Background: an optimization exercise with open tools, aiming at small area and a short achievable clock period. Do not read the settings as production practice. In this exercise RTL edits were held to simulation tests only and were not proved equivalent to the original. Power figures rest on the tool's default switching activity, not on a simulated workload.

===== flow/design.v =====
package TypesPkg;
    typedef enum logic [3:0] {
        ADD, SUB, SLL, SLT, XOR, SRL, SRA, OR, AND, ADDI, EQL
    } ALU_func_t;
    localparam logic [6:0] OP_REG    = 7'b0110011;
    localparam logic [6:0] OP_IMM    = 7'b0010011;
    localparam logic [6:0] OP_BRANCH = 7'b1100011;
    localparam logic [6:0] F7_BASE = 7'b0000000;
    localparam logic [6:0] F7_ALT  = 7'b0100000;
    typedef struct packed {
        ALU_func_t   ALU_func;
        logic [4:0]  rd;
        logic        rd_we;
        logic [31:0] imm;
        logic        illegal;
        logic        use_rs1;
        logic        use_rs2;
    } decoded_t;
endpackage
module regfile_2r1w (
    input  logic        clk_i,
    input  logic        rst_n_i,
    input  logic [4:0]  ra1_i,
    output logic [31:0] rd1_o,
    input  logic [4:0]  ra2_i,
    output logic [31:0] rd2_o,
    input  logic        we_i,
    input  logic [4:0]  wa_i,
    input  logic [31:0] wd_i
);
    logic [31:0] mem_q [1:31];
    logic [31:1] vld_q;
    for (genvar i = 1; i < 32; i++) begin : g_ent
        always_ff @(posedge clk_i) begin
            if (we_i && (wa_i == i)) mem_q[i] <= wd_i;
        end
        always_ff @(posedge clk_i or negedge rst_n_i) begin
            if (!rst_n_i)                   vld_q[i] <= 1'b0;
            else if (we_i && (wa_i == i))   vld_q[i] <= 1'b1;
        end
    end
    always_comb begin
        rd1_o = '0;
        rd2_o = '0;
        for (int i = 1; i < 32; i++) begin
            rd1_o = rd1_o | ({32{(ra1_i == i) && vld_q[i]}} & mem_q[i]);
            rd2_o = rd2_o | ({32{(ra2_i == i) && vld_q[i]}} & mem_q[i]);
        end
    end
endmodule
module decode_stage (
    input  logic               clk,
    input  logic               rst_n,
    input  logic               in_valid,
    output logic               in_ready,
    input  logic [31:0]        in_instr,
    input  logic               wb_en,
    input  logic [4:0]         wb_rd,
    input  logic [31:0]        wb_data,
    output logic               out_valid,
    input  logic               out_ready,
    output logic [31:0]        r1,
    output logic [31:0]        r2,
    output logic signed [31:0] imm,
    output TypesPkg::ALU_func_t ALU_func,
    output logic [4:0]         rd,
    output logic               rd_we,
    output logic               illegal
);
    logic [6:0]  opcode;
    logic [2:0]  funct3;
    logic [6:0]  funct7;
    logic [4:0]  rs1, rs2, rdx;
    logic        is_r, is_i, is_b;
    logic        f7_base, f7_alt, f3_zero;
    logic        r_legal, i_legal, b_legal, legal;
    logic        use_rs2, wr_rd;
    TypesPkg::ALU_func_t func_dec;
    logic [31:0] imm_dec;
    logic [31:0] rf_r1, rf_r2;
    logic [31:0] busy_q;
    logic        hazard, accept, hold, ld1, ld2;
    logic        out_valid_q;
    logic [31:0] r1_q, r2_q, imm_q;
    TypesPkg::ALU_func_t func_q;
    logic [4:0]  rd_q;
    logic        rd_we_q, illegal_q;
    assign opcode = in_instr[6:0];
    assign funct3 = in_instr[14:12];
    assign funct7 = in_instr[31:25];
    assign rs1    = in_instr[19:15];
    assign rs2    = in_instr[24:20];
    assign rdx    = in_instr[11:7];
    assign is_r    = (opcode == TypesPkg::OP_REG);
    assign is_i    = (opcode == TypesPkg::OP_IMM);
    assign is_b    = (opcode == TypesPkg::OP_BRANCH);
    assign f7_base = (funct7 == TypesPkg::F7_BASE);
    assign f7_alt  = (funct7 == TypesPkg::F7_ALT);
    assign f3_zero = (funct3 == 3'b000);
    assign r_legal = is_r && ((f7_base && funct3 != 3'b011) || (f7_alt && (funct3 == 3'b000 || funct3 == 3'b101)));
    assign i_legal = is_i && f3_zero;
    assign b_legal = is_b && f3_zero;
    assign legal   = r_legal || i_legal || b_legal;
    assign use_rs2 = legal && opcode[5];
    assign wr_rd   = legal && opcode[4];
    always_comb begin
        func_dec = TypesPkg::ADD;
        if (r_legal) begin
            case (funct3)
                3'b000: func_dec = f7_alt ? TypesPkg::SUB : TypesPkg::ADD;
                3'b001: func_dec = TypesPkg::SLL;
                3'b010: func_dec = TypesPkg::SLT;
                3'b100: func_dec = TypesPkg::XOR;
                3'b101: func_dec = f7_alt ? TypesPkg::SRA : TypesPkg::SRL;
                3'b110: func_dec = TypesPkg::OR;
                default: func_dec = TypesPkg::AND;
            endcase
        end else if (i_legal) begin
            func_dec = TypesPkg::ADDI;
        end else if (b_legal) begin
            func_dec = TypesPkg::EQL;
        end
    end
    assign imm_dec[31:12] = {20{(i_legal || b_legal) && in_instr[31]}};
    assign imm_dec[11]    = (i_legal && in_instr[31]) || (b_legal && in_instr[7]);
    assign imm_dec[10:5]  = {6{i_legal || b_legal}} & in_instr[30:25];
    assign imm_dec[4:1]   = ({4{i_legal}} & in_instr[24:21]) | ({4{b_legal}} & in_instr[11:8]);
    assign imm_dec[0]     = i_legal && in_instr[20];
    regfile_2r1w u_rf (
        .clk_i   (clk),
        .rst_n_i (rst_n),
        .ra1_i   (rs1),
        .rd1_o   (rf_r1),
        .ra2_i   (rs2),
        .rd2_o   (rf_r2),
        .we_i    (wb_en),
        .wa_i    (wb_rd),
        .wd_i    (wb_data)
    );
    assign hazard = in_valid && legal &&
                    (busy_q[rs1] || (opcode[5] && busy_q[rs2]) || (opcode[4] && busy_q[rdx]));
    assign in_ready = (!out_valid_q || out_ready) && !hazard;
    assign accept   = in_valid && in_ready;
    assign hold     = !accept;
    assign ld1      = accept && legal;
    assign ld2      = accept && use_rs2;
    always_ff @(posedge clk or negedge rst_n) begin
        if (!rst_n) begin
            busy_q <= '0;
        end else begin
            for (int i = 1; i < 32; i++) begin
                if (accept && wr_rd && (rdx == i))  busy_q[i] <= 1'b1;
                else if (wb_en && (wb_rd == i))     busy_q[i] <= 1'b0;
            end
        end
    end
    always_ff @(posedge clk or negedge rst_n) begin
        if (!rst_n) begin
            out_valid_q <= 1'b0;
            r1_q        <= '0;
            r2_q        <= '0;
            imm_q       <= '0;
            func_q      <= TypesPkg::ADD;
            rd_q        <= '0;
            rd_we_q     <= 1'b0;
            illegal_q   <= 1'b0;
        end else begin
            out_valid_q <= accept || (out_valid_q && !out_ready);
            r1_q        <= ({32{ld1}} & rf_r1) | ({32{hold}} & r1_q);
            r2_q        <= ({32{ld2}} & rf_r2) | ({32{hold}} & r2_q);
            if (accept) begin
                imm_q     <= imm_dec;
                func_q    <= func_dec;
                rd_q      <= wr_rd ? rdx : 5'd0;
                rd_we_q   <= wr_rd;
                illegal_q <= !legal;
            end
        end
    end
    assign out_valid = out_valid_q;
    assign r1        = r1_q;
    assign r2        = r2_q;
    assign imm       = $signed(imm_q);
    assign ALU_func  = func_q;
    assign rd        = rd_q;
    assign rd_we     = rd_we_q;
    assign illegal   = illegal_q;
endmodule

===== flow/run.sh =====
#!/bin/bash
# synth_recipe.tcl (not shown) runs the flow's synth.tcl, then flattens the netlist and writes it again
# the make line also repeats each setting of config.mk as NAME=value (left out here)
make -C /OpenROAD-flow-scripts/flow DESIGN_CONFIG=/design/flow/config.mk WORK_HOME=/design/flow/orfs CLKGATE_MAP_FILE= SYNTH_SCRIPT=/design/flow/synth_recipe.tcl finish

===== flow/config.mk =====
export PLATFORM = sky130hd
export DESIGN_NAME = decode_stage
export DESIGN_NICKNAME = decode_stage
export VERILOG_FILES = /design/flow/design.v
export SDC_FILE = /design/flow/constraint.sdc
export NUM_CORES = 4
export LEC_CHECK = 0
export CAP_MARGIN = 20
export CORE_MARGIN = 2
export CORE_UTILIZATION = 30
export SLEW_MARGIN = 20

===== flow/constraint.sdc =====
create_clock -name core_clock -period 4.5 [get_ports {clk}]
set_input_delay 0.9000 -clock core_clock [delete_from_list [all_inputs] [get_ports {clk}]]
set_output_delay 0.9000 -clock core_clock [all_outputs]
set_load 0.01 [all_outputs]

==> results.yml <==
global_routing:
  grt_pass1_vias: 36600
  antenna_found_initial: 17
  grt_overflow_total: 0
  grt_start_max_net_pins: 78
  grt_pass1_wl_um: 309000
  track_usage: 0.274
pwr:
  p_sw_mw: 5.26
  pwr-share-clk: 0.434
  intPower_mw: 17.8
  p_per_area_nw_per_um2: 401
  swShare: 0.228
  p_seq_frac: 0.512
  total_power_mw: 23.1
  p_leak_nw: 19.5
  combPwrFrac: 0.054
  ir_worst_vdd_uv: 321
die:
  die_w_um: 403
  num_io_pins: 183
  dieArea_um2: 162000
  start_util: 0.302
  num_rows: 146
  dieHeight_um: 403
  core_um2: 158000
worst_setup_path:
  critPathSlowestCell: "mux4_2"
  r2r-end: "r2_q[7]"
  cp.arrival_ps: 3470
  worst-path-buf-inv: 3
  reg2reg_slack_ps: 1280
  crit_type: "in2out"
  end_kind: "output pin"
  cp-start-kind: "input pin"
  r2r-start: "busy_q[21]"
  crit_fanout: 5
  worstPathRequired_ps: 3600
  worstPathCellList: "clkdlybuf4s50_1 -> buf_4 -> mux4_2 -> a22o_1 -> a211o_1 -> a311o_1 -> o21a_1 -> nor2_1 -> clkbuf_2"
  path_delay_family: "compound AO/OA/AOI/OAI gates"
  cp_num_cells: 9
  critPathLaunch: "in_instr[20]"
  rr_worst_depth: 9
  crit_end: "in_ready"
  slowest_delay_ps: 520
detailed_routing:
  drt_iter0_markers: 9363
  final_antenna_net_count: 0
  dr.pass1.iters: 11
  dr_total_vias: 39000
  wirelength_um: 231000
  routedWlPerCell_um: 41.1
  avgViaCountPerCell: 6.96
  drc: 0
finish:
  layout-drive-gt1-share: 0.164
  multi_input_area_um2: 13000
  fin_cells: 5610
  final_nets: 3505
  area_delta_synth_final_pct: 20.7
  seq_area_um2: 33600
  nFillCells: 14800
cts:
  cts_sinks: 1143
  cts.htree.levels: 3
  cts.clk_slew.worst_paths_ps: 60
  root_buffer: "clkbuf_16"
  clock_path_buffers: 3
  hold_buffers: 0
  clkLatencyLatePin_ps: 760
  numCtsBuffers: 112
  cts_tree: "yes"
logic_synthesis:
  ys_ff_latch: 1143
  netlist_area_um2: 47700
  synth_cells: 3194
  syn-num-nets: 3268
  avgSynthCellArea_um2: 14.9
  synth-edff-count: 992
  ys_seq_area_frac: 0.703
  synth-main-ff-cell: "edfxtp_1"
  ys_types: 54
  yosys_warnings: 3
  async_flop_share: 0.132
place:
  finalWeightedCongestion: 0.961
  dp_hpwl_um: 131000
  dp.cells: 5389
  port_buffers: 182
timing:
  post-route-period-util: 0.972
  max_freq_mhz: 229
  fin_skew_ps: 40.1
  worst_pin_slew_ps: 1190
  hold_viol_final: 0
  rsz0062_at_grt: "false"
  slew_headroom: 0.205
  period_minus_slack_ps: 4370
  setup_tns_ps: 0
  report.final.slew_viol_count: 0
  setup_violations: 0
outcome:
  status: "timing/DRC/antenna clean"
run:
  maxCapViolCount: 0
hold_path:
  min_path_type: "in2async"
==> state kept, by name, indices dropped and copies added (netlist names) <==
signal / cells
rd_q: 5
illegal_q: 1
u_rf.vld_q: 31
imm_q: 13
u_rf.mem_q: 992
r1_q: 32
func_q: 4
r2_q: 32
out_valid_q: 1
busy_q: 31
rd_we_q: 1
==> logic make-up after synthesis <==
kind of cell           Yosys count  synth area share
muxes                           39            0.0135
and+or+nand+nor                564            0.0670
DFF                           1143             0.703
buffers and inverters          326            0.0279
AOI/OAI and AO/OA             1122             0.188
==> worst min-delay path by stage <==
stage                         from             end  slack [ps]  cells after the start
floorplan           u_rf.vld_q[10]  u_rf.vld_q[10]         440                      1
global placement    u_rf.vld_q[13]  u_rf.vld_q[13]         460                      1
detailed placement  u_rf.vld_q[31]  u_rf.vld_q[31]         460                      1
CTS                          rst_n      busy_q[16]         220                      1
global route                 rst_n      busy_q[18]         240                      1
finish                       rst_n      busy_q[16]         180                      1
==> what timing repair did <==
| action | in CTS | in global routing |
|---|---|---|
| cloned | 0 | 0 |
| setup buffers | 0 | 0 |
| setup endpoints to repair | 1 | 1 |
| resized for setup | 1 | 2 |
==> cell type report <==
class,instances,share of cell area
diodes,11,0.000478
clock buffers,144,0.0539
clock inverters,66,0.0134
inverters,21,0.00137
multi-input cells,1725,0.226
flip-flops and latches,1143,0.583
well taps,2072,0.0450
repair buffers,428,0.0765
==> Yosys cell counts (4+ instances only) <==
master | instances | area share
nand3_1 | 239 | 0.025
a32o_1 | 5 | 0.0010
a21o_1 | 4 | 0.00063
and2_1 | 7 | 0.00092
mux4_2 | 19 | 0.0090
buf_2 | 8 | 0.00084
a222oi_1 | 64 | 0.013
edfxtp_1 | 992 | 0.62
or2_2 | 17 | 0.0022
nand3b_1 | 4 | 0.00063
buf_4 | 20 | 0.0031
nor2_1 | 36 | 0.0028
dfrtp_1 | 151 | 0.079
a22o_1 | 239 | 0.044
nand4_1 | 38 | 0.0050
buf_1 | 16 | 0.0013
nor2b_1 | 17 | 0.0022
o21ai_0 | 49 | 0.0051
mux2i_1 | 9 | 0.0019
and3b_1 | 6 | 0.0011
inv_1 | 21 | 0.0017
nand2b_1 | 19 | 0.0025
a221oi_1 | 161 | 0.030
nand2_1 | 34 | 0.0027
or4_1 | 65 | 0.010
a22oi_1 | 578 | 0.091
nor3b_1 | 7 | 0.0011
mux2_2 | 11 | 0.0026
clkbuf_1 | 258 | 0.020
and3_1 | 64 | 0.0084
==> power groups by stage <==
stage / clock, mW / combinational [mW] / sequential, mW
3_3_place_gp: 0 / 1.17 / 12.0
2_1_floorplan: 0 / 0.482 / 12.0
4_1_cts: 9.99 / 1.18 / 11.8
5_1_grt: 10.4 / 1.27 / 11.8
6_report: 10.0 / 1.25 / 11.8
3_5_place_dp: 0 / 1.18 / 12.0
==> worst register-to-register path, delay by kind of cell (launching register included) <==
kind | cells | cell delay [ps]
compound gates | 5 | 1580
buf+inv | 2 | 460
flops | 1 | 450
mux | 1 | 490
simple gates | 1 | 120
==> per-layer routing <==
metal,vias up,GRT usage,share of wire
li1,14100,-,-
met1,19000,0.340,0.33
met2,4692,0.392,0.41
met3,1254,0.127,0.18
met4,18,0.154,0.077
met5,-,0.00357,0.00078
==> metrics by stage <==
stage	hold slack [ps]	worst slack, ps	util	cell area [um^2]
global placement	458	-294	0.339	53700
detailed placement	465	-254	0.339	53700
floorplan	440	672	-	47700
global route	241	27.3	0.364	57600
finish	181	127	0.364	57600
CTS	220	0.393	0.364	57600
==> placed cells by master (no fill, tap or decap), types with 6 or more instances in the layout <==
cell and n:
and3b_1 6, edfxtp_1 992, nor2_4 16, a221oi_1 161, clkinv_1 9, mux2_2 11
bufinv_16 15, clkbuf_1 17, nor3b_1 6, nand4_1 38, buf_4 186, inv_2 15
buf_12 60, or2_2 17, nand2b_1 19, dfrtp_1 151, clkinvlp_4 8, and2_1 6
nand3_1 238, nor2_1 20, clkdlybuf4s50_1 178, a222oi_1 64, o21ai_0 49, clkbuf_8 13
nor2b_1 17, clkinv_2 27, nand2_1 34, diode_2 11, and3_2 61, or4_1 65
a22oi_1 578, clkbuf_16 115, a22o_1 239, mux2i_1 9, mux4_2 19, inv_1 6

==> what the ideal ports hide <==
Ports are ideal in the flow. The routed layout listed here was re-timed in OpenROAD. Step 1 assumes that a clkbuf_16 drives the clock port and a buf_2 every other input. Step 2 also shifts input and output timing later by t, the mid clock arrival at the registers, as if the neighbouring blocks saw the same clock. Slacks: ideal / step 1 / step 2; pairs: ideal / step 1.
t (ns): 0.823
slack for setup (ns): 0.127 / 0.092 / -0.039
latest minus earliest clock arrival (ns): 0.043 / 0.043
worst data-port slew with drivers (ns): 0.20
With both steps, setup timing fails in this run, where it was met with ideal ports. For this run, drivers alone change the setup slack by -0.035 ns; drivers and shift together by -0.166 ns.
